What follows belongs to an exercise in optimizing a design on an open flow for a short achievable clock period and few clock cycles; a production flow would make more cautious choices.
No run shown here included a check of the RTL's function; only the layout flow was run.
Power and IR drop assume default switching activity.

--- design.v ---
localparam logic [3:0] ALU_ADD = 4'd0;
localparam logic [3:0] ALU_SUB = 4'd1;
localparam logic [3:0] ALU_AND = 4'd2;
localparam logic [3:0] ALU_OR  = 4'd3;
localparam logic [3:0] ALU_XOR = 4'd4;
localparam logic [3:0] ALU_SLT = 4'd5;
localparam logic [3:0] ALU_SLL = 4'd6;
localparam logic [3:0] ALU_SRL = 4'd7;
localparam logic [3:0] ALU_EQ  = 4'd8;
localparam logic [3:0] ALU_NE  = 4'd9;
localparam logic [3:0] ALU_LT  = 4'd10;
localparam logic [1:0] WB_ALU = 2'd0;
localparam logic [1:0] WB_MEM = 2'd1;
localparam logic [1:0] WB_IMM = 2'd2;
localparam logic [1:0] RUN   = 2'd0;
localparam logic [1:0] WAIT1 = 2'd1;
localparam logic [1:0] WAIT2 = 2'd2;
`timescale 1ns/10ps
module rv_core (
    input  logic        clk_cpu_i,
    input  logic        arst_n_i,
    input  logic [31:0] irom_inst_i,
    input  logic [31:0] dram_rdata_i,
    output logic [31:0] irom_addr_o,
    output logic [31:0] dram_addr_o,
    output logic [31:0] dram_wdata_o,
    output logic        dram_we_o,
    output logic        dram_re_o,
    output logic        debug_wb_have_inst_o,
    output logic [31:0] debug_wb_pc_o,
    output logic        debug_wb_ena_o,
    output logic [4:0]  debug_wb_reg_o,
    output logic [31:0] debug_wb_value_o
);
    localparam int NBTB = 4;
    logic [31:0] pc_f;
    logic [31:0] pc_o;
    logic [NBTB-1:0] btb_v;
    logic [30:0]     btb_tag [NBTB];
    logic [31:0]     btb_tgt [NBTB];
    logic [1:0]      btb_rr;
    logic            btb_alloc_q;
    logic            btb_inval_q;
    logic [NBTB-1:0] btb_inval_vec_q;
    logic [31:0]     btb_pc_q;
    logic [31:0]     btb_tgtw_q;
    logic            v_d;
    logic [31:0]     pc_d;
    logic [31:0]     inst_d;
    logic            pred_d;
    logic [31:0]     tgt_d;
    logic [31:0]     pc4_d;
    logic            bh_d;
    logic [NBTB-1:0] bhv_d;
    logic            fl_q;
    logic            v_e;
    logic            wr_e;
    logic            ena_e;
    logic            ld_e;
    logic            st_e;
    logic            br_e;
    logic            pred_e;
    logic            bq_e;
    logic            bn_e;
    logic            bl_e;
    logic            bh_e;
    logic [NBTB-1:0] bhv_e;
    logic [4:0]      rd_e;
    logic [31:0]     pc_e;
    logic [31:0]     tgt_e;
    logic [31:0]     alt_e;
    logic [31:0]     opa_e;
    logic [31:0]     opb_e;
    logic [31:0]     sd_e;
    logic            s_ml_e;
    logic            f_sub_e;
    logic            f_add_e, f_sll_e, f_slt_e, f_xor_e, f_srl_e, f_or_e, f_and_e, f_lui_e;
    logic            v_m;
    logic            wr_m;
    logic            ena_m;
    logic            ld_m;
    logic            st_m;
    logic [4:0]      rd_m;
    logic [31:0]     pc_m;
    logic [31:0]     alu_m;
    logic [31:0]     sd_m;
    logic            v_w;
    logic            wr_w;
    logic            ena_w;
    logic [4:0]      rd_w;
    logic [31:0]     pc_w;
    logic [31:0]     data_w;
    logic [31:0]     dbg_val_w;
    logic [31:0]     rf [32];
    logic [NBTB-1:0] hitv_f;
    logic            hit_f;
    logic [31:0]     btgt_f;
    logic            isbr_f;
    logic            spred_f;
    logic [31:0]     stgt_f;
    logic [31:0]     pc4_f;
    logic [13:0]     stlo_f;
    logic [18:0]     hi_inc_f, hi_dec_f, sthi_f;
    always_comb begin
        btgt_f = '0;
        for (int i = 0; i < NBTB; i++) begin
            hitv_f[i] = btb_v[i] && (btb_tag[i] == pc_f[31:1]);
            btgt_f    = btgt_f | (btb_tgt[i] & {32{hitv_f[i]}});
        end
        hit_f = |hitv_f;
    end
    assign isbr_f  = (irom_inst_i[6:0] == 7'b1100011);
    assign spred_f = isbr_f && (irom_inst_i[31] || irom_inst_i[14:12] == 3'b001);
    assign stlo_f   = {1'b0, pc_f[12:0]} + {1'b0, irom_inst_i[31], irom_inst_i[7],
                                            irom_inst_i[30:25], irom_inst_i[11:8], 1'b0};
    assign hi_inc_f = pc_f[31:13] + 19'd1;
    assign hi_dec_f = pc_f[31:13] - 19'd1;
    always_comb begin
        case ({irom_inst_i[31], stlo_f[13]})
            2'b01:   sthi_f = hi_inc_f;
            2'b10:   sthi_f = hi_dec_f;
            default: sthi_f = pc_f[31:13];
        endcase
    end
    assign stgt_f = {sthi_f, stlo_f[12:0]};
    assign pc4_f  = pc_f + 32'd4;
    assign irom_addr_o = pc_o;
    logic [6:0]  opc_d;
    logic [2:0]  f3_d;
    logic [4:0]  rs1_d, rs2_d, rd_d;
    logic        is_op_d, is_imm_d, is_lui_d, is_ld_d, is_st_d, is_br_d, is_alu_d;
    logic        use1_d, use2_d, rfwe_d, bimm_d;
    logic [31:0] imm_d;
    logic [31:0] rv1_d, rv2_d;
    logic        wrv_e, ldv_e;
    logic        me1, me2, mm1, mm2;
    logic        stall_d;
    logic [31:0] res_e;
    logic [31:0] m_res;
    logic [31:0] opa_nxt, opb_nxt, sd_nxt;
    logic [31:0] early_a, early_s, early_b;
    logic        meb;
    assign opc_d = inst_d[6:0];
    assign f3_d  = inst_d[14:12];
    assign rd_d  = inst_d[11:7];
    assign rs1_d = inst_d[19:15];
    assign rs2_d = inst_d[24:20];
    assign is_op_d  = (opc_d == 7'b0110011);
    assign is_imm_d = (opc_d == 7'b0010011);
    assign is_lui_d = (opc_d == 7'b0110111);
    assign is_ld_d  = (opc_d == 7'b0000011);
    assign is_st_d  = (opc_d == 7'b0100011);
    assign is_br_d  = (opc_d == 7'b1100011);
    assign is_alu_d = is_op_d | is_imm_d;
    assign use1_d = is_alu_d | is_ld_d | is_st_d | is_br_d;
    assign use2_d = is_op_d | is_br_d;
    assign rfwe_d = is_alu_d | is_lui_d | is_ld_d;
    assign bimm_d = is_imm_d | is_ld_d | is_st_d | is_lui_d;
    always_comb begin
        if (is_st_d)
            imm_d = {{20{inst_d[31]}}, inst_d[31:25], inst_d[11:7]};
        else if (is_lui_d)
            imm_d = {inst_d[31:12], 12'h000};
        else
            imm_d = {{20{inst_d[31]}}, inst_d[31:20]};
    end
    always_comb begin
        if (rs1_d == 5'd0)
            rv1_d = '0;
        else if (wr_w && rd_w == rs1_d)
            rv1_d = data_w;
        else
            rv1_d = rf[rs1_d];
        if (rs2_d == 5'd0)
            rv2_d = '0;
        else if (wr_w && rd_w == rs2_d)
            rv2_d = data_w;
        else
            rv2_d = rf[rs2_d];
    end
    assign wrv_e = wr_e && !fl_q;
    assign ldv_e = ld_e && !fl_q;
    assign me1   = wrv_e && (rd_e == rs1_d);
    assign me2   = wrv_e && (rd_e == rs2_d);
    assign mm1   = wr_m && (rd_m == rs1_d);
    assign mm2   = wr_m && (rd_m == rs2_d);
    assign stall_d = v_d && ldv_e && ((use1_d && me1) || (use2_d && me2));
    assign m_res   = ld_m ? dram_rdata_i : alu_m;
    assign early_a = mm1 ? m_res : rv1_d;
    assign early_s = mm2 ? m_res : rv2_d;
    assign early_b = bimm_d ? imm_d : early_s;
    assign meb     = me2 && !bimm_d;
    assign opa_nxt = me1 ? res_e : early_a;
    assign sd_nxt  = me2 ? res_e : early_s;
    assign opb_nxt = meb ? res_e : early_b;
    logic [31:0] sum_e, dif_e;
    logic        lt_e, eq_e, taken_e, mis_e;
    assign sum_e = opa_e + opb_e;
    assign dif_e = opa_e - opb_e;
    assign lt_e  = $signed(opa_e) < $signed(opb_e);
    assign eq_e  = (opa_e == opb_e);
    assign res_e = ({32{f_add_e}} & sum_e)
                 | ({32{f_sub_e}} & dif_e)
                 | ({32{f_sll_e}} & (opa_e << opb_e[4:0]))
                 | ({32{f_srl_e}} & (opa_e >> opb_e[4:0]))
                 | ({32{f_slt_e}} & {31'd0, lt_e})
                 | ({32{f_xor_e}} & (opa_e ^ opb_e))
                 | ({32{f_or_e}}  & (opa_e | opb_e))
                 | ({32{f_and_e}} & (opa_e & opb_e))
                 | ({32{f_lui_e}} & opb_e);
    assign taken_e = (bq_e && eq_e) || (bn_e && !eq_e) || (bl_e && lt_e);
    assign mis_e   = br_e && !fl_q && (taken_e != pred_e);
    always_ff @(posedge clk_cpu_i or negedge arst_n_i) begin
        if (!arst_n_i) begin
            pc_f <= 32'h0000_0000;
            v_d  <= 1'b0;
            fl_q <= 1'b0;
        end else begin
            if (mis_e)
                pc_f <= alt_e;
            else if (stall_d)
                pc_f <= pc_f;
            else if (spred_f)
                pc_f <= stgt_f;
            else if (hit_f)
                pc_f <= btgt_f;
            else
                pc_f <= pc4_f;
            if (mis_e)
                v_d <= 1'b0;
            else if (!stall_d)
                v_d <= 1'b1;
            fl_q <= mis_e;
        end
    end
    always_ff @(posedge clk_cpu_i) begin
        if (!arst_n_i)
            pc_o <= 32'h0000_0000;
        else if (mis_e)
            pc_o <= alt_e;
        else if (stall_d)
            pc_o <= pc_o;
        else if (spred_f)
            pc_o <= stgt_f;
        else if (hit_f)
            pc_o <= btgt_f;
        else
            pc_o <= pc4_f;
    end
    always_ff @(posedge clk_cpu_i) begin
        if (!stall_d) begin
            tgt_d  <= stgt_f;
            pc4_d  <= pc4_f;
            pc_d   <= pc_f;
            inst_d <= irom_inst_i;
            pred_d <= spred_f || hit_f;
            bh_d   <= hit_f;
            bhv_d  <= hitv_f;
        end
    end
    always_ff @(posedge clk_cpu_i or negedge arst_n_i) begin
        if (!arst_n_i) begin
            btb_v       <= '0;
            btb_rr      <= '0;
            btb_alloc_q <= 1'b0;
            btb_inval_q <= 1'b0;
        end else begin
            btb_alloc_q <= br_e && !fl_q && taken_e && !bh_e && !pred_e;
            btb_inval_q <= br_e && !fl_q && !taken_e && bh_e;
            if (btb_alloc_q) begin
                btb_v[btb_rr] <= 1'b1;
                btb_rr        <= btb_rr + 2'd1;
            end else if (btb_inval_q) begin
                btb_v <= btb_v & ~btb_inval_vec_q;
            end
        end
    end
    always_ff @(posedge clk_cpu_i) begin
        btb_inval_vec_q <= bhv_e;
        btb_pc_q        <= pc_e;
        btb_tgtw_q      <= tgt_e;
        if (btb_alloc_q) begin
            btb_tag[btb_rr] <= btb_pc_q[31:1];
            btb_tgt[btb_rr] <= btb_tgtw_q;
        end
    end
    logic go_d;
    assign go_d = v_d && !stall_d;
    always_ff @(posedge clk_cpu_i or negedge arst_n_i) begin
        if (!arst_n_i) begin
            v_e  <= 1'b0;
            wr_e <= 1'b0;
            ld_e <= 1'b0;
            st_e <= 1'b0;
            br_e <= 1'b0;
        end else begin
            v_e  <= go_d;
            wr_e <= go_d && rfwe_d && (rd_d != 5'd0);
            ld_e <= go_d && is_ld_d;
            st_e <= go_d && is_st_d;
            br_e <= go_d && is_br_d;
        end
    end
    always_ff @(posedge clk_cpu_i) begin
        ena_e   <= rfwe_d;
        pred_e  <= pred_d;
        bq_e    <= (f3_d == 3'b000);
        bn_e    <= (f3_d == 3'b001);
        bl_e    <= (f3_d[2:1] != 2'b00);
        bh_e    <= bh_d;
        bhv_e   <= bhv_d;
        rd_e    <= rd_d;
        pc_e    <= pc_d;
        tgt_e   <= tgt_d;
        alt_e   <= pred_d ? pc4_d : tgt_d;
        opa_e   <= opa_nxt;
        opb_e   <= opb_nxt;
        sd_e    <= sd_nxt;
        s_ml_e  <= me2 && ldv_e;
        f_sub_e <= is_op_d && (f3_d == 3'b000) && inst_d[30];
        f_add_e <= is_alu_d ? ((f3_d == 3'b000 && !(is_op_d && inst_d[30])) || f3_d == 3'b011)
                            : !is_lui_d;
        f_sll_e <= is_alu_d && (f3_d == 3'b001);
        f_slt_e <= is_alu_d && (f3_d == 3'b010);
        f_xor_e <= is_alu_d && (f3_d == 3'b100);
        f_srl_e <= is_alu_d && (f3_d == 3'b101);
        f_or_e  <= is_alu_d && (f3_d == 3'b110);
        f_and_e <= is_alu_d && (f3_d == 3'b111);
        f_lui_e <= is_lui_d;
    end
    always_ff @(posedge clk_cpu_i or negedge arst_n_i) begin
        if (!arst_n_i) begin
            v_m  <= 1'b0;
            wr_m <= 1'b0;
            ld_m <= 1'b0;
            st_m <= 1'b0;
        end else begin
            v_m  <= v_e && !fl_q;
            wr_m <= wr_e && !fl_q;
            ld_m <= ld_e && !fl_q;
            st_m <= st_e && !fl_q;
        end
    end
    always_ff @(posedge clk_cpu_i) begin
        ena_m <= ena_e;
        rd_m  <= rd_e;
        pc_m  <= pc_e;
        alu_m <= res_e;
        sd_m  <= s_ml_e ? dram_rdata_i : sd_e;
    end
    assign dram_addr_o  = alu_m;
    assign dram_wdata_o = sd_m;
    assign dram_we_o    = st_m;
    assign dram_re_o    = ld_m;
    always_ff @(posedge clk_cpu_i or negedge arst_n_i) begin
        if (!arst_n_i) begin
            v_w    <= 1'b0;
            wr_w   <= 1'b0;
            data_w <= '0;
        end else begin
            v_w    <= v_m;
            wr_w   <= wr_m;
            data_w <= m_res;
        end
    end
    always_ff @(posedge clk_cpu_i) begin
        ena_w     <= ena_m;
        rd_w      <= rd_m;
        pc_w      <= pc_m;
        dbg_val_w <= m_res;
        if (wr_w)
            rf[rd_w] <= data_w;
    end
    assign debug_wb_have_inst_o = v_w;
    assign debug_wb_pc_o        = pc_w;
    assign debug_wb_ena_o       = ena_w;
    assign debug_wb_reg_o       = rd_w;
    assign debug_wb_value_o     = dbg_val_w;
endmodule
--- run.sh ---
#!/bin/bash
# synth_recipe.tcl (not shown) runs the flow's synth.tcl, then flattens the netlist and writes it again
# the make line also repeats each setting of config.mk as NAME=value (left out here)
make -C /OpenROAD-flow-scripts/flow DESIGN_CONFIG=/design/flow/config.mk WORK_HOME=/design/flow/orfs CLKGATE_MAP_FILE= SYNTH_SCRIPT=/design/flow/synth_recipe.tcl finish
--- config.mk ---
export PLATFORM = sky130hd
export DESIGN_NAME = rv_core
export DESIGN_NICKNAME = rv_core
export VERILOG_FILES = /design/flow/design.v
export SDC_FILE = /design/flow/constraint.sdc
export NUM_CORES = 4
export LEC_CHECK = 0
export ABC_CLOCK_PERIOD_IN_PS = 2500
export CAP_MARGIN = 20
export CORE_MARGIN = 2
export CORE_UTILIZATION = 40
export SETUP_SLACK_MARGIN = 4.6
export SLEW_MARGIN = 20
--- constraint.sdc ---
create_clock -name core_clock -period 7.5 [get_ports {clk_cpu_i}]
set_input_delay 1.5000 -clock core_clock [delete_from_list [all_inputs] [get_ports {clk_cpu_i}]]
set_output_delay 1.5000 -clock core_clock [all_outputs]
set_load 0.01 [all_outputs]
==> results of run 1 <==
-- area by class of cell --
class	instances	share of cell area (%)
tap	2975	3.34
timing repair buffer	794	7.90
antenna	5	0.0112
inverter	180	0.675
clock inverter	107	1.02
sequential	1957	48.5
timing repair inverter	14	0.208
multi-input combinational	3265	33.3
clock buffer	273	5.04
-- stage by stage --
step                worst slack, ps  power [uW]  instances
finish                         2260       33900       9570
global route                   2180       34900       9568
CTS                            2330       33100       9462
detailed placement              629       21800       8746
global placement                701       21700       8743
floorplan                      1970       18600       5808
-- state kept, by name, summed over array words and instances, names as in the netlist, 32 cells and up, named ones only --
| name | cells |
|---|---|
| btb_tag | 124 |
| pc_o | 32 |
| pc_d | 32 |
| opa_e | 32 |
| btb_tgtw_q | 32 |
| sd_m | 32 |
| rf | 1024 |
| pc_f | 32 |
| alu_m | 32 |
| sd_e | 32 |
| pc_w | 32 |
| data_w | 32 |
| dbg_val_w | 32 |
| alt_e | 32 |
| btb_tgt | 128 |
| opb_e | 32 |
| inst_d | 32 |
| tgt_e | 32 |
-- critical path, stage by stage --
cell	delay, ps
buf_8	100
ha_4	160
fa_2	390
a21o_1	190
a211oi_2	250
o21ai_2	90
a31o_2	210
a21o_1	170
a21o_1	230
a21oi_4	210
ha_4	200
buf_12	140
buf_4	120
ha_4	180
o21ai_4	80
o211ai_1	280
buf_4	180
buf_4	110
nand2_4	60
o31ai_4	240
xnor2_1	90
o21ai_1	180
a21bo_2	180
nor2_1	50
o31ai_1	370
-- cell families after synthesis --
family          Yosys count  synth area share [%]
compound gates         1008                  7.60
mux                     913                  20.2
fa+ha+maj               140                  2.00
simple gates            983                  5.13
buf+inv                 589                  2.65
flops                  1957                  60.2
xor+xnor                218                  2.14
-- worst min path at each step --
stage	startpoint	endpoint	slack [ps]	cells past startpoint
3_5_place_dp	pc_e[12]$_DFF_P_	pc_m[12]$_DFF_P_	310	0
4_1_cts	pc_e[16]$_DFF_P_	pc_m[16]$_DFF_P_	320	0
2_1_floorplan	bhv_e[0]$_DFF_P_	btb_inval_vec_q[0]$_DFF_P_	310	0
6_report	pc_e[16]$_DFF_P_	pc_m[16]$_DFF_P_	320	0
5_1_grt	pc_e[25]$_DFF_P_	pc_m[25]$_DFF_P_	330	0
3_3_place_gp	pc_e[28]$_DFF_P_	pc_m[28]$_DFF_P_	310	0
-- layout by cell type (no fill, tap or decap), drive strengths merged, types with 80 or more instances in the layout --
cell,n
o21ai,193
clkinv,80
xnor2,80
ha,136
inv,200
nor2,348
a21oi,231
mux4,704
buf,714
a211oi,86
dfrtp,85
xor2,138
clkbuf,280
mux2i,131
dfxtp,465
nand2,272
edfxtp,1407
-- power breakdown --
part | switching [uW] | leakage (uW) | internal, uW | total [uW]
Clock | 4500 | 0.00329 | 5700 | 10200
Sequential | 1670 | 0.0177 | 13800 | 15500
Combinational | 4620 | 0.0177 | 3570 | 8190
-- synthesized netlist by cell type, drive strengths merged, types with 13 or more instances --
cell type | count | area, um^2
xor2 | 138 | 1210
or3 | 17 | 106
nor2 | 348 | 1310
nand3 | 71 | 355
a221o | 15 | 150
buf | 152 | 719
a22o | 24 | 210
nor4 | 51 | 350
dfrtp | 85 | 2130
a31o | 18 | 158
o21ai | 193 | 966
nand2b | 21 | 131
a211o | 13 | 114
edfxtp | 1407 | 42300
nor3 | 45 | 225
o21a | 21 | 158
o22ai | 55 | 344
a211oi | 86 | 646
a21oi | 231 | 1160
mux2 | 78 | 878
a31oi | 26 | 163
and2 | 24 | 150
dfxtp | 465 | 9310
inv | 179 | 674
a22oi | 50 | 375
and3 | 22 | 138
o221ai | 31 | 272
ha | 136 | 1700
a221oi | 34 | 298
nand2 | 272 | 1020
xnor2 | 80 | 701
nand4 | 36 | 225
a2bb2oi | 16 | 140
mux2i | 131 | 1310
mux4 | 704 | 15900
clkbuf | 257 | 968
a21o | 34 | 255
o211ai | 40 | 300
o31ai | 23 | 178
nor2b | 23 | 144
-- per-layer routing --
| metal | track usage [%] | wire length (um) | up-vias |
|---|---|---|---|
| met5 | 0 | 46 | - |
| met4 | 16.5 | 22300 | 6 |
| met3 | 6.15 | 31500 | 888 |
| met2 | 44.0 | 151000 | 3668 |
| met1 | 36.5 | 122000 | 31668 |
| li1 | - | - | 24331 |
-- what timing repair did --
item | 4_1_cts | 5_1_grt
buffers inserted | 274 | 93
endpoints found under the setup margin | 821 | 432
hold buffers | 0 | 0
pin swaps | 184 | 182
gates resized for setup | 1621 | 267
cloned | 62 | 8
hold endpoints to repair | 0 | 0
==> results by group, run 1 <==
Setup path
  • Worst Setup SP: irom_inst_i[8]
  • Setup slack, reg-to-reg: 2370 ps
  • Worst setup endpoint: pc_f[26]$_DFFE_PN0P_
  • Setup crit end kind: flop
  • Critical path type: in2reg
  • Setup crit start kind: primary input
  • Crit-path max FO: 7
  • RR Startpoint: pc_f[1]$_DFFE_PN0P_
  • Required time of the critical path: 8240 ps
  • WP data arrival: around 6000 ps
  • Reg2reg path depth: 24
  • FF-to-FF End: pc_f[26]$_DFFE_PN0P_

Final layout
  • Post-layout util: 50.2%
  • Fin area: 111000 um^2
  • Area of the multi-input gates: 37100 um^2
  • Reg area: about 54000 um^2
  • Fill cells: 18208
  • Layout cell share with drive strength beyond 1: 38.9%
  • Area grow syn2layout: 25.0%
  • Fin nets: 6619

CTS
  • Root cell of the clock tree: clkbuf_16
  • H-Tree Depth: 4
  • Clock Pin Slew Worst Setup and Hold Paths: 70 ps
  • Number of buffers created by CTS: ~200
  • Clk sinks: slightly below 2000
  • CTS tree: built
  • Clock latency on the worst-skew pair: approximately 900 ps
  • Clk buf depth: 3

Placed design
  • PortBufs: 234
  • DP Area: 95800 um^2
  • DP HPWL: 189000 um
  • GP Congestion: 1.01

Logic synthesis
  • Predominant post-synthesis flop cell: edfxtp_1
  • Yosys cell types: 88
  • Mean post-synth cell area: 15.3 um^2
  • Sequential share of the synthesized area: between 60% and 70%
  • Synthesized Nets: 6014
  • Post-synth EDFFs: 1407
  • Syn Std Cell Area: between 80000 and 90000 um^2
  • Asr flop ratio synth: 4.34%
  • #FFs+latches synth: between 1500 and 2000
  • Ys Warns: 1
  • Synth Instances: 5808

Timing
  • Min Tclk post-route: 5240 ps
  • RSZ-0062 raised after global routing: yes
  • Worst-Margin Slew: 1140 ps
  • Max-slew violations: 0
  • FMAX: approximately 190 MHz
  • Worst Skew: 55.5 ps
  • Fin crit share: 69.9%
  • Setup TNS: 0 ps
  • Final hold vios: 0
  • Hold slack: 320 ps
  • Max transition margin: between 20% and 30%
  • Final setup fails: 0

Die
  • Die area: between 200000 and 250000 um^2
  • I/O pins: 235
  • Initial Utilization: about two fifths
  • Core area: 222000 um^2
  • # rows: 173
  • Die X: between 400 and 500 um
  • Die H: ~480 um

Drt
  • Final WL: 327000 um
  • Pre-antenna DRT Iters: 6
  • Drt initial violations: 8159
  • Detail Route Antenna Nets: 0
  • Vias: 60561
  • DR WL/cell: approximately 34 um
  • DRC violation count after routing: 0
  • DR vias/cell: 6.33

GRT
  • Largest net degree at the start of global routing: between 70 and 80
  • GR Overflow Total: 0
  • Global-route wire length before repair: 452000 um
  • Vias in the first global route: 59345
  • Initial antenna violation count: 11
  • Total GRT Usage: between 20 and 30%

Job
  • Max cap viols: 0

Power
  • Peak VDD IR: approximately 0.00023 V
  • Leakage power: between 0.03 and 0.04 uW
  • Pwr Density: 304 nW/um^2

Outcome
  • Status: complete, no violations

Hold path
  • HP Class: reg2reg
==> run 2, diff against run 1 <==
--- a/config.mk
+++ b/config.mk
@@ -10,3 +10,4 @@
 export CORE_MARGIN = 2
-export CORE_UTILIZATION = 40
+export CORE_UTILIZATION = 60
+export PLACE_DENSITY = 0.7
 export SETUP_SLACK_MARGIN = 4.6
==> run 2 against run 1 <==
Clock skew rose by 43 ps. Global-route usage is 15 points higher. Maximum frequency is 0.77% higher. Via count is 5.6% higher. Clock power is essentially flat. Largest cell class unchanged. Critical path depth unchanged.
==> results by group, run 2 <==
Final layout
  • Fin nets: 6725 (was 6619)
  • Post-layout util: 75.6% (was 50.2%)
  • Largest register by flop count: rf (unchanged)
  • Area grow syn2layout: 25.3% (was 25.0%)
  • Fin area: 112000 um^2 (was 111000 um^2)
  • Commonest non-fill, non-tap cell in the layout: edfxtp_1 (unchanged)
  • Layout cell share with drive strength beyond 1: 41.4% (was 38.9%)
  • Largest register FFs: 1024 (unchanged)
  • Most frequent cells in the layout: 1407 x edfxtp_1, 704 x mux4_2, 380 x buf_4 (was 1407 x edfxtp_1, 704 x mux4_2, 343 x dfxtp_1)
  • Top flop regs: rf: 1024 flops, btb_tgt: 128 flops, btb_tag: 124 flops (unchanged)

Logic synthesis
  • Sequential share of the synthesized area: 60.2% (unchanged)
  • Post-synth top cells: 1407 x edfxtp_1, 704 x mux4_2, 465 x dfxtp_1 (unchanged)
  • Mean post-synth cell area: 15.3 um^2 (unchanged)
  • Synth top area share: 47.4% (unchanged)
  • #FFs+latches synth: 1957 (unchanged)
  • Top-count cell post-synth: edfxtp_1 (unchanged)
  • Syn Std Cell Area: 89100 um^2 (unchanged)
  • Predominant post-synthesis flop cell: edfxtp_1 (unchanged)
  • Synth area leader: edfxtp_1 (unchanged)
  • Ys Warns: 1 (unchanged)
  • Post-synth EDFFs: 1407 (unchanged)
  • Largest cells by area after synthesis: edfxtp_1 47%, mux4_2 18%, dfxtp_1 10% (unchanged)
  • Synth Instances: 5808 (unchanged)
  • Asr flop ratio synth: 4.34% (unchanged)
  • Yosys cell types: 88 (unchanged)
  • Synthesized Nets: 6014 (unchanged)

CTS
  • Clk sinks: 1957 (unchanged)
  • Clock Pin Slew Worst Setup and Hold Paths: 60 ps (was 70 ps)
  • CTS tree: built (unchanged)
  • Clock latency on the worst-skew pair: 900 ps (about the same)
  • Cts hold-fix bufs: 0 (unchanged)
  • Root cell of the clock tree: clkbuf_16 (unchanged)
  • Number of buffers created by CTS: 195 (was 201)
  • H-Tree Depth: 4 (unchanged)
  • Clk buf depth: 3 (unchanged)

Setup path
  • Setup crit start kind: primary input (unchanged)
  • RR Startpoint: pc_f[1]$_DFFE_PN0P_ (unchanged)
  • Reg2reg path depth: 24 (unchanged)
  • Setup crit end kind: flop (unchanged)
  • Critical path type: in2reg (unchanged)
  • Crit-path max FO: 3 (was 7)
  • Setup slack, reg-to-reg: 2390 ps (was 2370 ps)
  • FF-to-FF End: pc_o[31]$_SDFFE_PN0P_ (was pc_f[26]$_DFFE_PN0P_)
  • WP data arrival: 5980 ps (about the same)
  • Required time of the critical path: 8270 ps (was 8240 ps)

Timing
  • Worst-Margin Slew: 1180 ps (was 1140 ps)
  • Max-slew violations: 0 (unchanged)
  • Min Tclk post-route: 5200 ps (was 5240 ps)
  • Final setup fails: 0 (unchanged)
  • Fin crit share: 69.4% (was 69.9%)
  • Fin worst setup slack: 2300 ps (was 2260 ps)
  • Final hold vios: 0 (unchanged)
  • FMAX: 192 MHz (was 191 MHz)
  • Worst Skew: 98.4 ps (was 55.5 ps)
  • Setup TNS: 0 ps (unchanged)
  • Max transition margin: 18.8% (was 23.6%)
  • RSZ-0062 raised after global routing: yes (unchanged)
  • Hold slack: 316 ps (was 320 ps)

Drt
  • DR vias/cell: 7.42 (was 6.33)
  • Vias: 63936 (was 60561)
  • Drt initial violations: 10334 (was 8159)
  • Detail Route Antenna Nets: 0 (unchanged)
  • Pre-antenna DRT Iters: 12 (was 6)
  • DRC violation count after routing: 0 (unchanged)
  • Final WL: 340000 um (was 327000 um)
  • DR WL/cell: 39.5 um (was 34.1 um)

Placed design
  • DP Area: 94300 um^2 (was 95800 um^2)
  • DP HPWL: 183000 um (was 189000 um)
  • Setup slack at placement: 594 ps (was 629 ps)
  • GP Congestion: 1.01 (about the same)
  • PortBufs: 234 (unchanged)

Job
  • Max cap viols: 0 (unchanged)

Hold path
  • Hold Crit Start: bh_d$_DFFE_PN_ (was pc_e[16]$_DFF_P_)
  • Hold depth: 0 (unchanged)
  • HP Class: reg2reg (unchanged)
  • Hold endpoint: bh_e$_DFF_P_ (was pc_m[16]$_DFF_P_)

Die
  • Die H: 389 um (was 476 um)
  • Die area: 152000 um^2 (was 227000 um^2)
  • I/O pins: 235 (unchanged)
  • Die X: 389 um (was 476 um)
  • # rows: 141 (was 173)
  • Core area: 148000 um^2 (was 222000 um^2)
  • Initial Utilization: 60.4% (was 40.2%)

Power
  • Reg power frac: 46.3% (was 45.7%)
  • Logic gate share of total power: 24.5% (was 24.2%)
  • Psw: 11000 uW (was 10800 uW)
  • Pint: 23000 uW (was 23100 uW)
  • Clock power frac: 29.2% (was 30.1%)
  • Leakage power: 0.0392 uW (was 0.0387 uW)
  • Pwr Density: 304 nW/um^2 (about the same)
  • Peak VDD IR: 0.000322 V (was 0.000225 V)
  • Switching share of power: 32.3% (was 31.9%)

Outcome
  • Status: complete, no violations (unchanged)

GRT
  • Vias in the first global route: 61392 (was 59345)
  • Largest net degree at the start of global routing: 71 (was 73)
  • GR Overflow Total: 0 (unchanged)
  • Total GRT Usage: 43.5% (was 28.2%)
  • Initial antenna violation count: 15 (was 11)
  • Global-route wire length before repair: 460000 um (was 452000 um)
==> run 2: cell count changes in the layout (fill, tap and decap cells not counted), sizes merged, moves of 2 or more <==
cell,previous run,this run
nand3,72,74
and3,24,22
dlygate4sd2,2,0
clkinv,80,66
buf,714,816
inv,200,194
bufbuf,10,4
clkbuf,280,282
clkdlybuf4s15,1,17
dlymetal6s2s,3,5
==> run 2: metal layers <==
metal  wire length (um)  vias up  GRT usage [%]
li1                   -    24534              -
met1             114000    32321           57.6
met2             149000     5781           63.8
met3              52600     1282           14.2
met4              25100       18           25.3
met5                110        -              0
==> run 2: worst max-delay path by stage <==
| stage | from | end |
|---|---|---|
| final | irom_inst_i[8] | pc_o[24]$_SDFFE_PN0P_ |
| after global routing | irom_inst_i[8] | pc_o[30]$_SDFFE_PN0P_ |
| after floorplan | irom_inst_i[8] | pc_o[31]$_SDFFE_PN0P_ |
| after global placement | irom_inst_i[8] | pc_o[31]$_SDFFE_PN0P_ |
| after detailed placement | irom_inst_i[8] | pc_o[31]$_SDFFE_PN0P_ |
| after CTS | irom_inst_i[8] | pc_o[31]$_SDFFE_PN0P_ |
==> run 2: area by class of cell <==
cell class	count	area (um^2)
clock buffers	270	5450
well taps	1930	2410
repair inverters	9	150
clock inverters	92	1020
flip-flops and latches	1957	54100
fillers	8555	36000
multi-input cells	3266	37700
diodes	4	10.0
inverters	180	752
repair buffers	910	10100
==> run 2: kinds of logic (layout without fill, tap and decap cells) <==
group	count (synthesis)	in the layout	share of synthesized area, %
compound gates	1008	1009	7.60
xor+xnor	218	218	2.14
fa+ha+maj	140	140	2.00
buf+inv	589	1461	2.65
flops	1957	1957	60.2
mux	913	913	20.2
other cells	0	4	0
simple gates	983	986	5.13
==> run 2: repair_timing <==
| action | 4_1_cts | 5_1_grt |
|---|---|---|
| endpoints found under the setup margin | 1033 | 356 |
| buffers inserted | 350 | 143 |
| gates resized for setup | 1640 | 360 |
| gates cloned | 59 | 12 |
| pin swaps | 195 | 216 |
==> run 2: power by group through the flow <==
stage / Sequential [uW] / Combinational, uW / Clock, uW
after floorplan: 14900 / 3710 / 0
after global placement: 15800 / 5900 / 0
after detailed placement: 15800 / 5920 / 0
after CTS: 15600 / 7220 / 9850
after global routing: 15800 / 8600 / 10300
final: 15700 / 8320 / 9910
==> run 2: critical path, stage by stage <==
cell and delay, ps:
buf_8 100, ha_4 190, fa_2 400, a21o_1 200, a211oi_2 260, o21ai_2 100, a31o_2 210, a21o_1 170
a21o_1 180, a21oi_4 170, ha_4 190, buf_12 130, buf_6 110, buf_6 100, ha_4 200, a211oi_4 250
o211ai_1 160, buf_4 170, a311o_1 280, a21oi_2 140, xnor2_1 90, o21ai_2 150, nand2_1 70, a31o_1 240
a211oi_1 210
==> run 2: metrics by stage <==
stage / std cells / total power, uW
2_1_floorplan: 5808 / 18600
3_3_place_gp: 7687 / 21700
3_5_place_dp: 7687 / 21800
4_1_cts: 8458 / 32700
5_1_grt: 8614 / 34700
6_report: 8618 / 33900
==> run 3, diff against run 2 <==
--- a/design.v
+++ b/design.v
@@ -115,4 +115,13 @@
                                             irom_inst_i[30:25], irom_inst_i[11:8], 1'b0};
-    assign hi_inc_f = pc_f[31:13] + 19'd1;
-    assign hi_dec_f = pc_f[31:13] - 19'd1;
+    always_comb begin
+        logic all1, all0;
+        all1 = 1'b1;
+        all0 = 1'b1;
+        for (int i = 0; i < 19; i++) begin
+            hi_inc_f[i] = pc_f[13 + i] ^ all1;
+            hi_dec_f[i] = pc_f[13 + i] ^ all0;
+            all1 = all1 & pc_f[13 + i];
+            all0 = all0 & !pc_f[13 + i];
+        end
+    end
     always_comb begin
--- a/config.mk
+++ b/config.mk
@@ -10,4 +10,3 @@
 export CORE_MARGIN = 2
-export CORE_UTILIZATION = 60
-export PLACE_DENSITY = 0.7
+export CORE_UTILIZATION = 40
 export SETUP_SLACK_MARGIN = 4.6
==> run 3 against run 2 <==
Design area rose by 0.73%. Clock skew decreased by 10 ps. Sequential share of layout area fell by 0.38 points. Via count down 4.5%. Critical path type unchanged. Largest power group unchanged.
==> results by group, run 3 <==
Hold path
  • Hold Crit Start: tgt_e[4]$_DFF_P_ (was bh_d$_DFFE_PN_)
  • HP Class: reg2reg (unchanged)

Final layout
  • Layout cell share with drive strength beyond 1: 40.9% (was 41.4%)
  • Largest register FFs: 1024 (unchanged)
  • Fin nets: 6690 (was 6725)
  • Area grow syn2layout: 26.5% (was 25.3%)
  • Top flop regs: rf: 1024 flops, btb_tgt: 128 flops, btb_tag: 124 flops (unchanged)
  • Largest register by flop count: rf (unchanged)
  • Fill cells: 18295 (was 8555)
  • Commonest non-fill, non-tap cell in the layout: edfxtp_1 (unchanged)
  • Post-Layout Cell Count: 9663 (was 8618)
  • Most frequent cells in the layout: 1407 x edfxtp_1, 676 x mux4_2, 369 x buf_4 (was 1407 x edfxtp_1, 704 x mux4_2, 380 x buf_4)

Timing
  • Final hold vios: 0 (unchanged)
  • Final setup fails: 0 (unchanged)
  • FMAX: 224 MHz (was 192 MHz)
  • Fin crit share: 59.4% (was 69.4%)
  • Fin worst setup slack: 3040 ps (was 2300 ps)
  • Worst Skew: 88.1 ps (was 98.4 ps)
  • Min Tclk post-route: 4460 ps (was 5200 ps)
  • Max transition margin: 16.4% (was 18.8%)
  • RSZ-0062 raised after global routing: yes (unchanged)
  • Worst-Margin Slew: 1250 ps (was 1180 ps)
  • Max-slew violations: 0 (unchanged)
  • Setup TNS: 0 ps (unchanged)

Setup path
  • RR Startpoint: pc_f[1]$_DFFE_PN0P_ (unchanged)
  • CP bufs+invs: 3 (was 5)
  • Slowest CP cell: or4_4 (was fa_2)
  • WP data arrival: 5250 ps (was 5980 ps)
  • Crit-path max FO: 5 (was 3)
  • Setup crit start kind: primary input (unchanged)
  • Setup crit end kind: flop (unchanged)
  • Family with the most delay on the worst path: simple AND/OR/NAND/NOR gates (was compound AO/OA/AOI/OAI gates)
  • Cell Chain, Critical Path: buf_8, ha_4, inv_2, fa_2, nor2b_4, o2111ai_4, a31oi_4, a21oi_2, nor2b_2, o21ai_2, nand2b_1, a21oi_2, ha_4, buf_4, nand4b_1, nor2_2, a21boi_2, or4_4, nand4_1, o21ai_1, or4_1, a21boi_1
  • Slowest stage delay, CP: 490 ps (was 400 ps)
  • Required time of the critical path: 8290 ps (was 8270 ps)
  • Critical path type: in2reg (unchanged)
  • Worst Setup SP: irom_inst_i[8] (unchanged)

Logic synthesis
  • Post-synth EDFFs: 1407 (unchanged)
  • Syn Std Cell Area: 88900 um^2 (was 89100 um^2)
  • Yosys cell types: 91 (was 88)
  • Synth area leader: edfxtp_1 (unchanged)
  • Synth Instances: 5831 (was 5808)
  • Top-count cell post-synth: edfxtp_1 (unchanged)
  • Ys Warns: 1 (unchanged)
  • Synthesized Nets: 6020 (was 6014)
  • Sequential share of the synthesized area: 60.4% (was 60.2%)
  • Largest cells by area after synthesis: edfxtp_1 48%, mux4_2 17%, dfxtp_1 10% (was edfxtp_1 47%, mux4_2 18%, dfxtp_1 10%)
  • Post-synth top cells: 1407 x edfxtp_1, 676 x mux4_2, 465 x dfxtp_1 (was 1407 x edfxtp_1, 704 x mux4_2, 465 x dfxtp_1)
  • Mean post-synth cell area: 15.2 um^2 (was 15.3 um^2)
  • #FFs+latches synth: 1957 (unchanged)
  • Asr flop ratio synth: 4.34% (unchanged)
  • Predominant post-synthesis flop cell: edfxtp_1 (unchanged)
  • Synth top area share: 47.5% (was 47.4%)

Die
  • Die H: 475 um (was 389 um)
  • Die area: 226000 um^2 (was 152000 um^2)
  • Initial Utilization: 40.1% (was 60.4%)
  • Die X: 475 um (was 389 um)
  • Core area: 222000 um^2 (was 148000 um^2)
  • I/O pins: 235 (unchanged)
  • # rows: 173 (was 141)

Drt
  • Final WL: 329000 um (was 340000 um)
  • Pre-antenna DRT Iters: 6 (was 12)
  • DR WL/cell: 34.1 um (was 39.5 um)
  • Vias: 61044 (was 63936)
  • Detail Route Antenna Nets: 0 (unchanged)
  • Drt initial violations: 8164 (was 10334)
  • DRC violation count after routing: 0 (unchanged)
  • DR vias/cell: 6.32 (was 7.42)

Power
  • Switching share of power: 30.8% (was 32.3%)
  • Tot Pwr: 33200 uW (was 33900 uW)
  • Psw: 10200 uW (was 11000 uW)
  • Clock power frac: 32.0% (was 29.2%)
  • Pint: 23000 uW (about the same)
  • Pwr Density: 295 nW/um^2 (was 304 nW/um^2)
  • Logic gate share of total power: 22.6% (was 24.5%)
  • Peak VDD IR: 0.000226 V (was 0.000322 V)
  • Leakage power: 0.0387 uW (was 0.0392 uW)
  • Reg power frac: 45.4% (was 46.3%)

Placed design
  • Placed Cells: 8768 (was 7687)
  • PortBufs: 234 (unchanged)
  • GP Congestion: 0.952 (was 1.01)
  • Setup slack at placement: 1480 ps (was 594 ps)
  • DP HPWL: 194000 um (was 183000 um)

Outcome
  • Status: complete, no violations (unchanged)

GRT
  • Vias in the first global route: 59098 (was 61392)
  • Initial antenna violation count: 19 (was 15)
  • Largest net degree at the start of global routing: 77 (was 71)
  • Met1 GRT Util: 37.6% (was 57.6%)
  • Global routing met3 resource utilization: 5.21% (was 14.2%)
  • Most Crowded Layer GR: met2 (unchanged)
  • M2 GR Usage: 44.2% (was 63.8%)
  • Global-route wire length before repair: 455000 um (was 460000 um)
  • GR Overflow Total: 0 (unchanged)
  • Total GRT Usage: 28.4% (was 43.5%)

CTS
  • H-Tree Depth: 4 (unchanged)
  • Number of buffers created by CTS: 200 (was 195)
  • Clk buf depth: 3 (unchanged)
  • Root cell of the clock tree: clkbuf_16 (unchanged)
  • Clock Pin Slew Worst Setup and Hold Paths: 60 ps (about the same)
  • Clock latency on the worst-skew pair: 870 ps (was 900 ps)
  • CTS tree: built (unchanged)
  • Clk sinks: 1957 (unchanged)

Job
  • Max cap viols: 0 (unchanged)
## run 3: worst reg2reg max path, cell delays in order, from the launching register on
cell	delay (ps)
dfrtp_4	570
ha_4	180
inv_2	30
fa_2	360
nor2b_4	160
o2111ai_4	140
a31oi_4	200
a21oi_2	80
nor2b_2	140
o21ai_2	80
nand2b_1	120
a21oi_2	90
ha_4	180
buf_4	130
nand4b_1	230
nor2_2	220
a21boi_2	70
or4_4	490
nand4_1	120
o21ai_1	70
or4_1	480
a21boi_1	140
## run 3: metal layers
layer	vias to the layer above	part of all wire, %	wire length [um]
met5	-	0.016	52
met4	8	6.9	22600
met3	830	9.4	30900
met2	3670	46	152000
met1	31942	38	124000
li1	24594	-	-
## run 3: stage by stage
step / hold slack (ps) / utilization [%] / cell area (um^2)
finish: 275 / 50.7 / 112000
global route: 269 / 50.7 / 112000
CTS: 261 / 49.7 / 110000
detailed placement: 312 / 43.1 / 95400
global placement: 310 / 43.1 / 95400
floorplan: 310 / - / 89700
## run 3: cell families after synthesis
family	share of synthesized area, %
xor+xnor	2.16
fa+ha+maj	1.76
buf+inv	2.51
simple gates	6.01
mux	20.3
compound gates	6.89
flops	60.4
## run 3: area by class of cell
cell class | count | area (um^2) | share of cell area [%]
multi-input cells | 3311 | 37200 | 33.1
clock inverters | 121 | 1550 | 1.38
inverters | 150 | 659 | 0.586
well taps | 2975 | 3720 | 3.31
flip-flops and latches | 1957 | 54100 | 48.1
repair buffers | 875 | 9590 | 8.53
repair inverters | 6 | 62.6 | 0.0556
clock buffers | 259 | 5530 | 4.91
diodes | 9 | 22.5 | 0.0200
## run 3: timing repair
item	in CTS	in global routing
pin swaps	210	197
hold buffers	0	0
setup endpoints to repair	962	432
cloned	52	10
resized for setup	1736	301
endpoints found under the hold margin	0	0
setup buffers	333	107
## run 3: path summary, 6_finish.rpt
check | end | slack, ps | depth (start not counted)
max in group asynchronous | data_w[8]$_DFF_PN0_ | 5300 | 2
setup reg to reg | pc_o[26]$_SDFFE_PN0P_ | 3130 | 21
hold reg to reg | btb_tgtw_q[4]$_DFF_P_ | 270 | 0
hold / removal | btb_tgtw_q[4]$_DFF_P_ | 270 | 0
min in group asynchronous | st_m$_DFF_PN0_ | 620 | 1
setup / recovery | pc_o[26]$_SDFFE_PN0P_ | 3040 | 22
## run 3: power by group through the flow
stage	clock (uW)	combinational, uW	sequential, uW
floorplan	0	3130	14600
global placement	0	5430	15200
detailed placement	0	5420	15300
CTS	10700	6780	15100
global route	11200	7760	15200
finish	10600	7500	15100
==> run 4, diff against run 3 <==
--- a/design.v
+++ b/design.v
@@ -71,4 +71,6 @@
     logic [31:0]     alt_e;
-    logic [31:0]     opa_e;
+    logic [31:0]     opa_e;       
     logic [31:0]     opb_e;
+    logic [31:0]     opa_n_e;     
+    logic [31:0]     opb_n_e;
     logic [31:0]     sd_e;
@@ -201,6 +203,22 @@
     assign meb     = me2 && !bimm_d;
-    assign opa_nxt = me1 ? res_e : early_a;
-    assign sd_nxt  = me2 ? res_e : early_s;
-    assign opb_nxt = meb ? res_e : early_b;
-    logic [31:0] sum_e, dif_e;
+    logic fa_add_e, fa_sub_e, fa_oth_e;
+    logic fb_add_e, fb_sub_e, fb_oth_e;
+    logic fs_add_e, fs_sub_e, fs_oth_e;
+    assign fa_add_e = me1 && f_add_e;
+    assign fa_sub_e = me1 && f_sub_e;
+    assign fa_oth_e = me1 && !f_add_e && !f_sub_e;
+    assign fb_add_e = meb && f_add_e;
+    assign fb_sub_e = meb && f_sub_e;
+    assign fb_oth_e = meb && !f_add_e && !f_sub_e;
+    assign fs_add_e = me2 && f_add_e;
+    assign fs_sub_e = me2 && f_sub_e;
+    assign fs_oth_e = me2 && !f_add_e && !f_sub_e;
+    assign opa_nxt = ({32{fa_add_e}} & sum_e) | ({32{fa_sub_e}} & dif_e)
+                   | ({32{fa_oth_e}} & oth_e) | ({32{!me1}} & early_a);
+    assign sd_nxt  = ({32{fs_add_e}} & sum_e) | ({32{fs_sub_e}} & dif_e)
+                   | ({32{fs_oth_e}} & oth_e) | ({32{!me2}} & early_s);
+    assign opb_nxt = ({32{fb_add_e}} & sum_e) | ({32{fb_sub_e}} & dif_e)
+                   | ({32{fb_oth_e}} & oth_e) | ({32{!meb}} & early_b);
+    logic [31:0] sum_e, dif_e, oth_e;
+    logic [31:0] xa_e, xb_e;
     logic        lt_e, eq_e, taken_e, mis_e;
@@ -208,13 +226,14 @@
     assign dif_e = opa_e - opb_e;
-    assign lt_e  = $signed(opa_e) < $signed(opb_e);
-    assign eq_e  = (opa_e == opb_e);
-    assign res_e = ({32{f_add_e}} & sum_e)
-                 | ({32{f_sub_e}} & dif_e)
-                 | ({32{f_sll_e}} & (opa_e << opb_e[4:0]))
-                 | ({32{f_srl_e}} & (opa_e >> opb_e[4:0]))
+    assign xa_e  = ~opa_n_e;
+    assign xb_e  = ~opb_n_e;
+    assign lt_e  = $signed(xa_e) < $signed(xb_e);
+    assign eq_e  = (opa_n_e == opb_n_e);
+    assign oth_e = ({32{f_sll_e}} & (xa_e << xb_e[4:0]))
+                 | ({32{f_srl_e}} & (xa_e >> xb_e[4:0]))
                  | ({32{f_slt_e}} & {31'd0, lt_e})
-                 | ({32{f_xor_e}} & (opa_e ^ opb_e))
-                 | ({32{f_or_e}}  & (opa_e | opb_e))
-                 | ({32{f_and_e}} & (opa_e & opb_e))
-                 | ({32{f_lui_e}} & opb_e);
+                 | ({32{f_xor_e}} & (xa_e ^ xb_e))
+                 | ({32{f_or_e}}  & (xa_e | xb_e))
+                 | ({32{f_and_e}} & (xa_e & xb_e))
+                 | ({32{f_lui_e}} & xb_e);
+    assign res_e = ({32{f_add_e}} & sum_e) | ({32{f_sub_e}} & dif_e) | oth_e;
     assign taken_e = (bq_e && eq_e) || (bn_e && !eq_e) || (bl_e && lt_e);
@@ -326,2 +345,4 @@
         opb_e   <= opb_nxt;
+        opa_n_e <= ~opa_nxt;
+        opb_n_e <= ~opb_nxt;
         sd_e    <= sd_nxt;
==> run 4 against run 3 <==
Still clean on timing, DRC and antenna. Non-clock buffer count increased by 78. Clock power about the same. Power increased by 2.1%. Die area increased by 2.9%. Register-to-register slack got worse by 350 ps. Synthesized area increased by 2.9%. Maximum frequency decreased by 7.0%. Core utilization increased by 0.90 points. Critical path depth unchanged. Design area increased by 4.4%. Critical path type unchanged. Largest cell class unchanged.
==> results by group, run 4 <==
Outcome
  • Status: complete, no violations (unchanged)

Setup path
  • FF-to-FF End: pc_o[29]$_SDFFE_PN0P_ (was pc_o[26]$_SDFFE_PN0P_)
  • Critical path type: in2reg (unchanged)
  • Slowest stage delay, CP: 500 ps (was 490 ps)
  • Required time of the critical path: 8300 ps (was 8290 ps)
  • CP bufs+invs: 2 (was 3)
  • Family with the most delay on the worst path: compound AO/OA/AOI/OAI gates (was simple AND/OR/NAND/NOR gates)
  • Top cell by count, worst path: a21oi_2
  • Cell Chain, Critical Path: clkdlybuf4s15_2, ha_4, nor2b_1, o21ai_1, a21o_1, a21oi_2, a21o_1, a21oi_2, o21ai_2, a21oi_4, ha_4, or4b_4, nor4_4, nand3_2, buf_6, nor2_4, a21oi_2, or3_4, xnor2_2, nand2_1, a31o_2, o21ai_1 (was buf_8, ha_4, inv_2, fa_2, nor2b_4, o2111ai_4, a31oi_4, a21oi_2, nor2b_2, o21ai_2, nand2b_1, a21oi_2, ha_4, buf_4, nand4b_1, nor2_2, a21boi_2, or4_4, nand4_1, o21ai_1, or4_1, a21boi_1)
  • Slowest CP cell: or4b_4 (was or4_4)
  • Crit-path max FO: 2 (was 5)
  • Setup crit start kind: primary input (unchanged)
  • RR Startpoint: pc_f[1]$_DFFE_PN0P_ (unchanged)
  • WP data arrival: 5590 ps (was 5250 ps)
  • Setup slack, reg-to-reg: 2780 ps (was 3130 ps)
  • Reg2reg path depth: 23 (was 21)
  • Setup crit end kind: flop (unchanged)

Final layout
  • Fin nets: 7050 (was 6690)
  • Top flop regs: rf: 1024 flops, btb_tgt: 128 flops, btb_tag: 124 flops (unchanged)
  • Largest register FFs: 1024 (unchanged)
  • Most frequent cells in the layout: 1407 x edfxtp_1, 664 x mux4_2, 389 x dfxtp_1 (was 1407 x edfxtp_1, 676 x mux4_2, 369 x buf_4)
  • Largest register by flop count: rf (unchanged)
  • Layout cell share with drive strength beyond 1: 42.9% (was 40.9%)
  • Post-layout util: 51.6% (was 50.7%)
  • Area grow syn2layout: 28.3% (was 26.5%)
  • Fill cells: 18492 (was 18295)
  • Commonest non-fill, non-tap cell in the layout: edfxtp_1 (unchanged)
  • Post-Layout Cell Count: 10005 (was 9663)

Placed design
  • PortBufs: 234 (unchanged)
  • Placed Cells: 8989 (was 8768)
  • GP Congestion: 0.947 (was 0.952)
  • Setup slack at placement: 910 ps (was 1480 ps)
  • DP HPWL: 191000 um (was 194000 um)

Drt
  • Drt initial violations: 7484 (was 8164)
  • Pre-antenna DRT Iters: 6 (unchanged)
  • DR vias/cell: 6.26 (was 6.32)
  • Final WL: 342000 um (was 329000 um)
  • DRC violation count after routing: 0 (unchanged)
  • Detail Route Antenna Nets: 0 (unchanged)
  • Vias: 62654 (was 61044)
  • DR WL/cell: 34.2 um (was 34.1 um)

GRT
  • Initial antenna violation count: 28 (was 19)
  • GR Overflow Total: 0 (unchanged)
  • Global-route wire length before repair: 467000 um (was 455000 um)
  • Total GRT Usage: 28.4% (about the same)
  • Vias in the first global route: 60860 (was 59098)
  • Largest net degree at the start of global routing: 85 (was 77)

Logic synthesis
  • Sequential share of the synthesized area: 60.1% (was 60.4%)
  • Asr flop ratio synth: 4.21% (was 4.34%)
  • Synthesized Nets: 6293 (was 6020)
  • Largest cells by area after synthesis: edfxtp_1 46%, mux4_2 16%, dfxtp_1 12% (was edfxtp_1 48%, mux4_2 17%, dfxtp_1 10%)
  • #FFs+latches synth: 2021 (was 1957)
  • Synth Instances: 6043 (was 5831)
  • Post-synth EDFFs: 1407 (unchanged)
  • Ys Warns: 1 (unchanged)
  • Mean post-synth cell area: 15.1 um^2 (was 15.2 um^2)
  • Top-count cell post-synth: edfxtp_1 (unchanged)
  • Synth area leader: edfxtp_1 (unchanged)
  • Yosys cell types: 99 (was 91)
  • Synth top area share: 46.2% (was 47.5%)
  • Syn Std Cell Area: 91500 um^2 (was 88900 um^2)
  • Post-synth top cells: 1407 x edfxtp_1, 664 x mux4_2, 529 x dfxtp_1 (was 1407 x edfxtp_1, 676 x mux4_2, 465 x dfxtp_1)
  • Predominant post-synthesis flop cell: edfxtp_1 (unchanged)

Hold path
  • Hold endpoint: btb_tgtw_q[0]$_DFF_P_ (was btb_tgtw_q[4]$_DFF_P_)
  • Hold Crit Start: tgt_e[0]$_DFF_P_ (was tgt_e[4]$_DFF_P_)
  • Hold depth: 0 (unchanged)
  • HP Class: reg2reg (unchanged)

Die
  • Die X: 482 um (was 475 um)
  • Die H: 482 um (was 475 um)
  • Core area: 227000 um^2 (was 222000 um^2)
  • Die area: 233000 um^2 (was 226000 um^2)
  • # rows: 175 (was 173)
  • I/O pins: 235 (unchanged)
  • Initial Utilization: 40.2% (was 40.1%)

Job
  • Max cap viols: 0 (unchanged)

Power
  • Pwr Density: 289 nW/um^2 (was 295 nW/um^2)
  • Leakage power: 0.0411 uW (was 0.0387 uW)
  • Peak VDD IR: 0.000194 V (was 0.000226 V)

Timing
  • Max transition margin: 25.0% (was 16.4%)
  • Max-slew violations: 0 (unchanged)
  • Fin crit share: 63.9% (was 59.4%)
  • Min Tclk post-route: 4800 ps (was 4460 ps)
  • FMAX: 209 MHz (was 224 MHz)
  • Final setup fails: 0 (unchanged)
  • Worst Skew: 84.7 ps (was 88.1 ps)
  • Setup TNS: 0 ps (unchanged)
  • Worst-Margin Slew: 1090 ps (was 1250 ps)
  • Fin worst setup slack: 2700 ps (was 3040 ps)
  • Final hold vios: 0 (unchanged)
  • RSZ-0062 raised after global routing: yes (unchanged)

CTS
  • Number of buffers created by CTS: 209 (was 200)
  • Clock Pin Slew Worst Setup and Hold Paths: 60 ps (about the same)
  • Clock latency on the worst-skew pair: 870 ps (about the same)
  • Clk sinks: 2021 (was 1957)
  • Root cell of the clock tree: clkbuf_16 (unchanged)
  • Clk buf depth: 3 (unchanged)
  • CTS tree: built (unchanged)
  • Cts hold-fix bufs: 0 (unchanged)
  • H-Tree Depth: 4 (unchanged)
## run 4: changes by cell type in the layout (fill, tap and decap cells not counted), moves of 20 or more
| cell | previous run | this run |
|---|---|---|
| xor2_1 | 48 | 138 |
| xnor2_1 | 149 | 80 |
| ha_1 | 69 | 125 |
| dfxtp_1 | 334 | 389 |
| buf_6 | 154 | 201 |
| inv_1 | 111 | 158 |
| nand4_1 | 81 | 39 |
| or4_1 | 44 | 5 |
| nand2_1 | 297 | 262 |
| a211oi_1 | 36 | 14 |
| a21o_1 | 16 | 37 |
| nor2_4 | 44 | 65 |
| a22oi_2 | 10 | 30 |
## run 4: layout make-up
cell class	count	area (um^2)	area share [%]
Timing Repair inverter	7	63.8	0.0544
Sequential cell	2021	55400	47.2
Clock buffer	285	5910	5.04
Multi-Input combinational cell	3417	39400	33.6
Tap cell	3009	3760	3.21
Inverter	191	817	0.696
Clock inverter	110	1040	0.885
Antenna cell	12	30.0	0.0256
Timing Repair Buffer	953	10900	9.31
## run 4: worst max-delay path by stage
stage,startpoint,endpoint,slack [ps],depth (start not counted)
after floorplan,irom_inst_i[8],pc_f[31]$_DFFE_PN0P_,2260,21
after global placement,irom_inst_i[8],pc_f[31]$_DFFE_PN0P_,920,22
after detailed placement,irom_inst_i[8],pc_f[31]$_DFFE_PN0P_,910,22
after CTS,irom_inst_i[8],pc_f[31]$_DFFE_PN0P_,2630,22
after global routing,irom_inst_i[8],pc_o[29]$_SDFFE_PN0P_,2580,24
final,irom_inst_i[10],pc_o[29]$_SDFFE_PN0P_,2700,22
## run 4: repair_timing
action                                   CTS  global route
setup buffers                            359           169
endpoints found under the setup margin   636           704
gates resized for setup                 2006           412
pin swaps                                290           266
cloned                                    64            17
## run 4: stage by stage
step / hold slack (ps) / instance area [um^2] / power, uW
2_1_floorplan: 310 / 92000 / 18400
3_3_place_gp: 310 / 97500 / 21300
3_5_place_dp: 312 / 97500 / 21400
4_1_cts: 305 / 114000 / 33200
5_1_grt: 326 / 117000 / 34900
6_report: 325 / 117000 / 33900
## run 4: layer usage
metal | track usage, % | up-vias | wire length (um)
met3 | 5.82 | 857 | 32200
li1 | - | 25317 | -
met5 | 0 | - | 9
met2 | 45.2 | 3650 | 159000
met4 | 13.3 | 2 | 20700
met1 | 37.4 | 32828 | 130000
## run 4: power by group
group	internal (uW)	switching (uW)
Clock	5900	4590
Combinational	3350	4170
Sequential	14100	1850
Total	23300	10600
## run 4: cell families (layout without fill, tap and decap cells)
kind of cell / count (synthesis) / in the layout / share of synthesized area, %
adders and majority gates: 184 / 184 / 2.54
buffers and inverters: 610 / 1546 / 2.71
DFF: 2021 / 2021 / 60.1
other: 0 / 12 / 0
xor gates and xnor gates: 240 / 240 / 2.30
and+or+nand+nor: 1002 / 1006 / 5.16
AOI/OAI and AO/OA: 1051 / 1052 / 7.71
muxes: 935 / 935 / 19.5
==> run 5, diff against run 4 <==
--- a/design.v
+++ b/design.v
@@ -65,2 +65,3 @@
     logic            bl_e;
+    logic            m_eq_e, m_ne_e, m_lt_e, m_ge_e;    
     logic            bh_e;
@@ -239,3 +240,4 @@
     assign taken_e = (bq_e && eq_e) || (bn_e && !eq_e) || (bl_e && lt_e);
-    assign mis_e   = br_e && !fl_q && (taken_e != pred_e);
+    assign mis_e   = !fl_q && ((m_eq_e && eq_e) || (m_ne_e && !eq_e)
+                               || (m_lt_e && lt_e) || (m_ge_e && !lt_e));
     always_ff @(posedge clk_cpu_i or negedge arst_n_i) begin
@@ -323,3 +325,11 @@
             br_e <= 1'b0;
+            m_eq_e <= 1'b0;
+            m_ne_e <= 1'b0;
+            m_lt_e <= 1'b0;
+            m_ge_e <= 1'b0;
         end else begin
+            m_eq_e <= go_d && is_br_d && (pred_d ? f3_d == 3'b001 : f3_d == 3'b000);
+            m_ne_e <= go_d && is_br_d && (pred_d ? f3_d == 3'b000 : f3_d == 3'b001);
+            m_lt_e <= go_d && is_br_d && !pred_d && f3_d[2:1] != 2'b00;
+            m_ge_e <= go_d && is_br_d && pred_d && f3_d[2:1] != 2'b00;
             v_e  <= go_d;
==> run 5 against run 4 <==
Still clean on timing, DRC and antenna. Die area increased by 0.80%. First-iteration DRC count up 12%. Core utilization decreased by 0.61 points. Via count increased by 0.16%. Routed wire length about the same. Clock-buffer cell count decreased by 5. Global-route usage down 0.063 points. Sequential share of layout area rose by 0.14 points. Register-to-register slack better by 580 ps. Non-clock buffer count is 41 lower. Critical endpoint is now pc_o[18]$_SDFFE_PN0P_. Largest cell class unchanged. Highest routed layer unchanged.
==> results by group, run 5 <==
Logic synthesis
  • Predominant post-synthesis flop cell: edfxtp_1 (unchanged)
  • Synth Instances: 6081 (was 6043)
  • Post-synth EDFFs: 1407 (unchanged)
  • Asr flop ratio synth: 4.40% (was 4.21%)
  • Largest cells by area after synthesis: edfxtp_1 46%, mux4_2 17%, dfxtp_1 11% (was edfxtp_1 46%, mux4_2 16%, dfxtp_1 12%)
  • Post-synth top cells: 1407 x edfxtp_1, 694 x mux4_2, 529 x dfxtp_1 (was 1407 x edfxtp_1, 664 x mux4_2, 529 x dfxtp_1)
  • Sequential share of the synthesized area: 59.7% (was 60.1%)
  • Mean post-synth cell area: 15.2 um^2 (was 15.1 um^2)
  • #FFs+latches synth: 2025 (was 2021)
  • Synth area leader: edfxtp_1 (unchanged)
  • Top-count cell post-synth: edfxtp_1 (unchanged)
  • Syn Std Cell Area: 92200 um^2 (was 91500 um^2)
  • Synthesized Nets: 6331 (was 6293)
  • Ys Warns: 1 (unchanged)
  • Synth top area share: 45.8% (was 46.2%)

Timing
  • Final hold vios: 0 (unchanged)
  • FMAX: 240 MHz (was 209 MHz)
  • Worst-Margin Slew: 1150 ps (was 1090 ps)
  • Max-slew violations: 0 (unchanged)
  • RSZ-0062 raised after global routing: yes (unchanged)
  • Worst Skew: 94.6 ps (was 84.7 ps)
  • Setup TNS: 0 ps (unchanged)
  • Max transition margin: 23.5% (was 25.0%)
  • Fin worst setup slack: 3330 ps (was 2700 ps)
  • Min Tclk post-route: 4170 ps (was 4800 ps)
  • Fin crit share: 55.6% (was 63.9%)
  • Final setup fails: 0 (unchanged)

Setup path
  • Family with the most delay on the worst path: compound AO/OA/AOI/OAI gates (unchanged)
  • Setup crit end kind: flop (unchanged)
  • Slowest CP cell: or3_4 (was or4b_4)
  • Critical path type: in2reg (unchanged)
  • RR Startpoint: pc_f[3]$_DFFE_PN0P_ (was pc_f[1]$_DFFE_PN0P_)
  • Slowest stage delay, CP: 380 ps (was 500 ps)
  • Setup crit start kind: primary input (unchanged)
  • WP data arrival: 4940 ps (was 5590 ps)
  • Crit-path max FO: 5 (was 2)
  • Setup slack, reg-to-reg: 3360 ps (was 2780 ps)
  • Required time of the critical path: 8270 ps (was 8300 ps)
  • Reg2reg path depth: 19 (was 23)
  • FF-to-FF End: pc_o[18]$_SDFFE_PN0P_ (was pc_o[29]$_SDFFE_PN0P_)
  • CP bufs+invs: 4 (was 2)

Drt
  • WL met3: 31300 um (was 32200 um)
  • Pre-antenna DRT Iters: 6 (unchanged)
  • DR WL/cell: 34.2 um (about the same)
  • DR WL met2: 156000 um (was 159000 um)
  • Detail Route Antenna Nets: 0 (unchanged)
  • Met1 wire length: 132000 um (was 130000 um)
  • DR top layer: met5 (unchanged)
  • DRC violation count after routing: 0 (unchanged)
  • Vias: 62754 (was 62654)
  • Final WL: 342000 um (about the same)
  • Drt initial violations: 8355 (was 7484)
  • DR vias/cell: 6.27 (was 6.26)

Power
  • Clock power frac: 29.1% (was 30.9%)
  • Pwr Density: 306 nW/um^2 (was 289 nW/um^2)
  • Peak VDD IR: 0.000243 V (was 0.000194 V)
  • Pint: 24300 uW (was 23300 uW)
  • Leakage power: 0.0410 uW (was 0.0411 uW)
  • Reg power frac: 45.4% (was 46.9%)
  • Logic gate share of total power: 25.5% (was 22.2%)
  • Switching share of power: 32.3% (was 31.3%)
  • Psw: 11600 uW (was 10600 uW)

CTS
  • Clk sinks: 2025 (was 2021)
  • Cts hold-fix bufs: 0 (unchanged)
  • H-Tree Depth: 4 (unchanged)
  • Clock latency on the worst-skew pair: 890 ps (was 870 ps)
  • Number of buffers created by CTS: 205 (was 209)
  • Clock Pin Slew Worst Setup and Hold Paths: 70 ps (was 60 ps)
  • CTS tree: built (unchanged)
  • Root cell of the clock tree: clkbuf_16 (unchanged)
  • Clk buf depth: 3 (unchanged)

Die
  • Die X: 484 um (was 482 um)
  • Die area: 234000 um^2 (was 233000 um^2)
  • # rows: 176 (was 175)
  • I/O pins: 235 (unchanged)
  • Core area: 230000 um^2 (was 227000 um^2)
  • Die H: 484 um (was 482 um)
  • Initial Utilization: 40.1% (was 40.2%)

Placed design
  • PortBufs: 234 (unchanged)
  • Setup slack at placement: 1540 ps (was 910 ps)
  • DP HPWL: 204000 um (was 191000 um)
  • GP Congestion: 0.994 (was 0.947)

Final layout
  • Most frequent cells in the layout: 1407 x edfxtp_1, 694 x mux4_2, 387 x dfxtp_1 (was 1407 x edfxtp_1, 664 x mux4_2, 389 x dfxtp_1)
  • Commonest non-fill, non-tap cell in the layout: edfxtp_1 (unchanged)
  • Area grow syn2layout: 27.1% (was 28.3%)
  • Fin nets: 7040 (was 7050)
  • Largest register FFs: 1024 (unchanged)
  • Largest register by flop count: rf (unchanged)
  • Layout cell share with drive strength beyond 1: 41.5% (was 42.9%)
  • Top flop regs: rf: 1024 flops, btb_tgt: 128 flops, btb_tag: 124 flops (unchanged)

Outcome
  • Status: complete, no violations (unchanged)

GRT
  • GR Overflow Total: 0 (unchanged)
  • Total GRT Usage: 28.3% (was 28.4%)
  • Vias in the first global route: 61424 (was 60860)
  • Global-route wire length before repair: 471000 um (was 467000 um)
  • Initial antenna violation count: 25 (was 28)
  • Largest net degree at the start of global routing: 86 (was 85)

Job
  • Max cap viols: 0 (unchanged)

Hold path
  • HP Class: reg2reg (unchanged)
  • Hold endpoint: pc_m[3]$_DFF_P_ (was btb_tgtw_q[0]$_DFF_P_)
  • Hold depth: 0 (unchanged)
  • Hold Crit Start: pc_e[3]$_DFF_P_ (was tgt_e[0]$_DFF_P_)
## run 5: cell types whose count changed after synthesis, moves of 23 or more
cell	previous run	this run
xor2_1	144	50
buf_2	110	17
xnor2_1	96	181
clkbuf_1	217	280
nand4_1	39	101
o21ai_0	222	177
mux2i_1	152	191
a21oi_1	231	195
buf_1	78	112
mux4_2	664	694
a211oi_1	67	44
## run 5: worst max-delay path by stage
stage / startpoint / endpoint / cells past startpoint
4_1_cts: irom_inst_i[8] / pc_f[31]$_DFFE_PN0P_ / 22
6_report: irom_inst_i[8] / pc_o[18]$_SDFFE_PN0P_ / 22
5_1_grt: irom_inst_i[8] / pc_f[31]$_DFFE_PN0P_ / 22
3_5_place_dp: irom_inst_i[10] / pc_o[29]$_SDFFE_PN0P_ / 19
2_1_floorplan: irom_inst_i[8] / pc_o[29]$_SDFFE_PN0P_ / 20
3_3_place_gp: irom_inst_i[10] / pc_o[29]$_SDFFE_PN0P_ / 19
## run 5: power groups by stage
| stage | registers, uW | clock network [uW] | logic (uW) |
|---|---|---|---|
| 2_1_floorplan | 15500 | 0 | 3780 |
| 3_3_place_gp | 16300 | 0 | 6580 |
| 4_1_cts | 16300 | 10600 | 8310 |
| 3_5_place_dp | 16400 | 0 | 6600 |
| 5_1_grt | 16500 | 11000 | 9480 |
| 6_report | 16300 | 10500 | 9150 |
## run 5: through the flow
stage,hold WS [ps],std cells,area [um^2],util (%)
2_1_floorplan,310,6081,92600,-
3_3_place_gp,310,9085,98700,43.0
3_5_place_dp,312,9085,98700,43.0
4_1_cts,315,9862,114000,49.8
5_1_grt,310,10005,117000,51.0
6_report,311,10011,117000,51.0
## run 5: worst reg2reg max path: stages (launching register included)
cell and delay [ps]:
dfrtp_1 750, ha_4 310, nor2b_4 140, o2111ai_2 200, a31oi_2 130, a21o_1 210
a21oi_2 160, o21bai_1 100, a21oi_2 190, ha_4 220, buf_6 110, buf_6 110
nand2_4 60, or3_4 380, mux2_4 300, nor2_4 100, xnor2_2 130, o211ai_1 120
mux2i_1 230, a21boi_1 90
## run 5: what timing repair did
item / 4_1_cts / 5_1_grt
pin swaps: 260 / 225
gates resized for setup: 1980 / 344
endpoints found under the setup margin: 790 / 482
buffers inserted: 336 / 127
cloned: 52 / 8
## run 5: per-layer routing
layer / global-route usage [%] / up-vias
li1: - / 25464
met1: 37.7 / 32818
met2: 43.2 / 3653
met3: 5.79 / 811
met4: 16.7 / 8
met5: 0 / -
## run 5: final cells by class
type	instances	area (um^2)
Antenna cell	13	32.5
Clock buffer	280	5800
Clock inverter	109	1160
Fill cell	18736	112000
Inverter	197	773
Multi-Input combinational cell	3447	39900
Sequential cell	2025	55500
Tap cell	3026	3790
Timing Repair Buffer	912	10200
Timing Repair inverter	2	16.3
## run 5: cells by family (layout without fill, tap and decap cells)
| group | Yosys count | count (layout) | synth area share, % |
|---|---|---|---|
| AO/OA/AOI/OAI | 930 | 930 | 6.87 |
| multiplexers | 988 | 988 | 20.3 |
| buffers and inverters | 611 | 1500 | 2.54 |
| other | 0 | 13 | 0 |
| adder cells (fa/ha/maj) | 184 | 184 | 2.52 |
| flip-flops | 2025 | 2025 | 59.7 |
| XOR/XNOR | 231 | 231 | 2.19 |
| AND/OR/NAND/NOR | 1112 | 1114 | 5.87 |

Check on run 5: ideal ports give 3.327 ns setup slack; a clkbuf_16 on the clock port and buf_2 on the inputs give 3.325 ns; moving port delays by the midpoint clock arrival (0.931 ns) as well gives 2.394 ns.
